Context: an optimization exercise on an open-source flow, tuned for small area. The choices shown serve that exercise and are no tape-out recipe.
In this exercise RTL edits were held to simulation tests only and were not proved equivalent to the original.
Power is estimated from default activity; no workload was simulated. No driver is modelled on the clock port, so clocking that relies on it looks cheaper here than on a real chip.

red:
==> flow/design.v <==
package riscv_pkg;
   localparam int XLEN = 32;
   localparam int NREGS = 32;
   localparam int REG_ADDR_W = 5;
   localparam logic [REG_ADDR_W-1:0] ZERO_REG = 5'd0;
endpackage
module wb_sel (
   input  logic a,
   input  logic b,
   input  logic s,
   input  logic s_n,
   output logic y
);
   assign y = (s & a) | (s_n & b);
endmodule
module wb_mux #(
   parameter int XLEN = 32
) (
   input  logic [XLEN-1:0] read_data42,
   input  logic [XLEN-1:0] alu_out42,
   input  logic            memtoreg42,
   output logic [XLEN-1:0] wb_data
);
   logic memtoreg42_n;
   assign memtoreg42_n = ~memtoreg42;
   for (genvar b = 0; b < XLEN; b++) begin : g_bit
      wb_sel u_sel (.a(read_data42[b]), .b(alu_out42[b]), .s(memtoreg42), .s_n(memtoreg42_n), .y(wb_data[b]));
   end
endmodule
module rf_hold (
   input  logic en,
   input  logic en_n,
   input  logic d,
   input  logic q,
   output logic y
);
   assign y = (en & d) | (en_n & q);
endmodule
module dec_nor (
   input  logic a_n,
   input  logic b_n,
   output logic y
);
   assign y = ~(a_n | b_n);
endmodule
module cnt_bit (
   input  logic q,
   input  logic c,
   input  logic inc,
   input  logic hold,
   output logic d,
   output logic c_out
);
   logic s;
   assign {c_out, s} = q + c;
   assign d = (inc & s) | (hold & q);
endmodule
module rd_aoi3 (
   input  logic [2:0] s,
   input  logic [2:0] q,
   output logic       y_n
);
   assign y_n = ~|(s & q);
endmodule
module rd_bit (
   input  logic [31:1] s,
   input  logic [31:1] q,
   output logic        y
);
   logic [9:0] t_n;
   for (genvar g = 0; g < 10; g++) begin : g_aoi
      rd_aoi3 u_aoi (.s(s[3*g+3:3*g+1]), .q(q[3*g+3:3*g+1]), .y_n(t_n[g]));
   end
   assign y = ~(&t_n) | (s[31] & q[31]);
endmodule
module regfile_wb #(
   parameter int XLEN = 32,
   parameter int NREGS = 32
) (
   input  logic            clk,
   input  logic            rst,
   input  logic [XLEN-1:0] read_data42,
   input  logic [XLEN-1:0] alu_out42,
   input  logic            memtoreg42,
   input  logic            wr_en42,
   input  logic [4:0]      write_reg42,
   input  logic [4:0]      rs1_addr,
   input  logic [4:0]      rs2_addr,
   output logic [XLEN-1:0] rs1_data,
   output logic [XLEN-1:0] rs2_data,
   output logic [XLEN-1:0] wb_data,
   output logic [31:0]     wb_count
);
   logic [XLEN-1:0] regs_q [1:NREGS-1];
   logic [XLEN-1:0] regs_d [1:NREGS-1];
   logic [NREGS-1:1] ld, hold, sel1, sel2;
   logic [3:0]      wlo_n, r1lo_n, r2lo_n;
   logic [7:0]      whi_n, r1hi_n, r2hi_n;
   logic            commit, cnt_inc, cnt_hold;
   logic [32:0]     carry;
   logic [31:0]     carry_in;
   logic [31:0]     wb_count_q, wb_count_d;
   wb_mux #(.XLEN(XLEN)) u_wb_mux (
      .read_data42 (read_data42),
      .alu_out42   (alu_out42),
      .memtoreg42  (memtoreg42),
      .wb_data     (wb_data)
   );
   always_comb begin
      for (int j = 0; j < 4; j++) begin
         wlo_n[j]  = !(write_reg42[1:0] == 2'(j));
         r1lo_n[j] = !(rs1_addr[1:0] == 2'(j));
         r2lo_n[j] = !(rs2_addr[1:0] == 2'(j));
      end
      for (int k = 0; k < 8; k++) begin
         whi_n[k]  = !(wr_en42 && !rst && write_reg42[4:2] == 3'(k));
         r1hi_n[k] = !(rs1_addr[4:2] == 3'(k));
         r2hi_n[k] = !(rs2_addr[4:2] == 3'(k));
      end
   end
   for (genvar i = 1; i < NREGS; i++) begin : g_dec
      dec_nor u_ld   (.a_n(wlo_n[i % 4]),  .b_n(whi_n[i / 4]),  .y(ld[i]));
      dec_nor u_hold (.a_n(ld[i]),         .b_n(rst),           .y(hold[i]));
      dec_nor u_sel1 (.a_n(r1lo_n[i % 4]), .b_n(r1hi_n[i / 4]), .y(sel1[i]));
      dec_nor u_sel2 (.a_n(r2lo_n[i % 4]), .b_n(r2hi_n[i / 4]), .y(sel2[i]));
   end
   for (genvar i = 1; i < NREGS; i++) begin : g_ent
      for (genvar b = 0; b < XLEN; b++) begin : g_bit
         rf_hold u_hold (
            .en(ld[i]), .en_n(hold[i]), .d(wb_data[b]), .q(regs_q[i][b]), .y(regs_d[i][b])
         );
      end
   end
   always_ff @(posedge clk) begin
      for (int i = 1; i < NREGS; i++) regs_q[i] <= regs_d[i];
   end
   assign commit = wr_en42 && (write_reg42 != riscv_pkg::ZERO_REG);
   assign cnt_inc  = commit && !rst;
   assign cnt_hold = !commit && !rst;
   for (genvar b = 0; b < 32; b++) begin : g_cnt
      if (b == 0)
         assign carry_in[b] = 1'b1;
      else if (b % 8 == 0)
         assign carry_in[b] = &wb_count_q[b-1:0];
      else
         assign carry_in[b] = carry[b];
      cnt_bit u_bit (
         .q(wb_count_q[b]), .c(carry_in[b]), .inc(cnt_inc), .hold(cnt_hold),
         .d(wb_count_d[b]), .c_out(carry[b+1])
      );
   end
   always_ff @(posedge clk) wb_count_q <= wb_count_d;
   for (genvar b = 0; b < XLEN; b++) begin : g_rd
      logic [NREGS-1:1] col;
      for (genvar i = 1; i < NREGS; i++) begin : g_col
         assign col[i] = regs_q[i][b];
      end
      rd_bit u_rd1 (.s(sel1), .q(col), .y(rs1_data[b]));
      rd_bit u_rd2 (.s(sel2), .q(col), .y(rs2_data[b]));
   end
   assign wb_count = wb_count_q;
endmodule
==> flow/config.mk <==
export PLATFORM = sky130hd
export DESIGN_NAME = regfile_wb
export DESIGN_NICKNAME = regfile_wb
export VERILOG_FILES = /design/flow/design.v
export SDC_FILE = /design/flow/constraint.sdc
export NUM_CORES = 4
export LEC_CHECK = 0
export CAP_MARGIN = 5
export CORE_MARGIN = 2
export CORE_UTILIZATION = 45
export SETUP_SLACK_MARGIN = 0.2
export SLEW_MARGIN = 5
export SYNTH_HIERARCHICAL = 1
export SYNTH_MINIMUM_KEEP_SIZE = 0
==> flow/constraint.sdc <==
create_clock -name core_clock -period 7.0 [get_ports {clk}]
set_input_delay 1.4000 -clock core_clock [delete_from_list [all_inputs] [get_ports {clk}]]
set_output_delay 1.4000 -clock core_clock [all_outputs]
set_load 0.01 [all_outputs]
standard.sh (not shown) runs the stock make flow with config.mk's settings and CLKGATE_MAP_FILE= SYNTH_SCRIPT=/design/flow/synth_recipe.tcl, a recipe that flattens the netlist after the stock synthesis.
==> flow/flow/run.sh <==
#!/bin/bash
# Standard ORFS layout with two changes: small port buffers, and a clock
# tree with its own leaf clustering and no dummy loads. Each tool's output
# is kept in the ORFS logs under orfs/logs; make's own output goes to
# flow_make.log.
set -euo pipefail
export BUFFER_PORTS_ARGS="-buffer_cell sky130_fd_sc_hd__buf_1"
export CTS_ARGS="-sink_clustering_enable -repair_clock_nets -dont_use_dummy_load -buf_list sky130_fd_sc_hd__clkbuf_8 -sink_clustering_size 18 -sink_clustering_max_diameter 50"
bash standard.sh > flow_make.log 2>&1
red closes out successfully: all stages finished, all timing, DRC and antenna checks passed.
Input changes introduced in blue (baseline for comparison: red):
--- a/flow/flow/run.sh
+++ b/flow/flow/run.sh
@@ -6,4 +6,4 @@
 set -euo pipefail
 export BUFFER_PORTS_ARGS="-buffer_cell sky130_fd_sc_hd__buf_1"
-export CTS_ARGS="-sink_clustering_enable -repair_clock_nets -dont_use_dummy_load -buf_list sky130_fd_sc_hd__clkbuf_8 -sink_clustering_size 18 -sink_clustering_max_diameter 50"
+export CTS_ARGS="-sink_clustering_enable -repair_clock_nets -dont_use_dummy_load -buf_list sky130_fd_sc_hd__clkbuf_16 -sink_clustering_size 30 -sink_clustering_max_diameter 90"
 bash standard.sh > flow_make.log 2>&1
--- a/flow/config.mk
+++ b/flow/config.mk
@@ -8,5 +8,5 @@
 export CAP_MARGIN = 5
 export CORE_MARGIN = 2
-export CORE_UTILIZATION = 45
+export CORE_UTILIZATION = 55
 export SETUP_SLACK_MARGIN = 0.2
 export SLEW_MARGIN = 5
Fmax down about 3.3% in blue wrt red. Going from red to blue, wire length of the first global-routing pass went up about 1.7%; multi-input combinational area share increased by 0.42 points relative to the old numbers; initial DRC count +about 22%; cell area shows a reduction of about 1.2%. Diff blue..red | sequential power | negligible.
Relative to blue, the following input files were edited for green:
--- a/flow/config.mk
+++ b/flow/config.mk
@@ -8,5 +8,6 @@
 export CAP_MARGIN = 5
 export CORE_MARGIN = 2
-export CORE_UTILIZATION = 55
+export CORE_UTILIZATION = 45
+export PLACE_DENSITY = 0.85
 export SETUP_SLACK_MARGIN = 0.2
 export SLEW_MARGIN = 5
==> comparison <==
blue has a lower worst setup slack after layout than green. Total design power: green < blue. blue reports its worst setup path endpoint as rs2_data[18] while green reports rs1_data[28]. Count of placed standard cells including taps: green > blue. On hold slack, blue tracks green almost exactly. Going from blue to green, worst ir drop on vdd now smaller, power consumed by sequential cells comparable, number of vias per cell after detailed routing now smaller, routed wire length now smaller, area added between synthesis and finish now smaller. green ended with every stage complete and zero timing, DRC or antenna violations.

-- port drivers added, routing unchanged --
In the flow no input, the clock included, has a driving cell. The finished layouts below were timed again as built, in two steps.
Step 1 sets driving cells, clkbuf_16 on the clock port and buf_2 on the other inputs (assumed; they add their load-dependent delay and slew).
Step 2 moves the port delays by t, midway between the first and last clock arrival at a register: inputs arrive t later, outputs are due t later. That takes back most of the time a late clock gives input paths.
a / b / c = ideal ports / drivers / drivers and shift; a / b = the first two.
run	t (ns)	slack for setup (ns)	hold WS [ns]	latest minus earliest clock arrival (ns)	worst register clock-pin slew, ns
red	0.828	1.086 / 0.926 / 0.926	0.501 / 0.501 / 0.501	0.112 / 0.112	0.11 / 0.11
blue	0.700	0.886 / 0.861 / 0.861	0.509 / 0.509 / 0.509	0.046 / 0.047	0.12 / 0.12
green	0.696	0.909 / 0.863 / 0.863	0.509 / 0.509 / 0.509	0.073 / 0.073	0.12 / 0.12
After both steps every run listed still meets setup and hold. For red, which loses most, drivers alone change the setup slack by -0.160 ns; drivers and shift together by -0.160 ns.
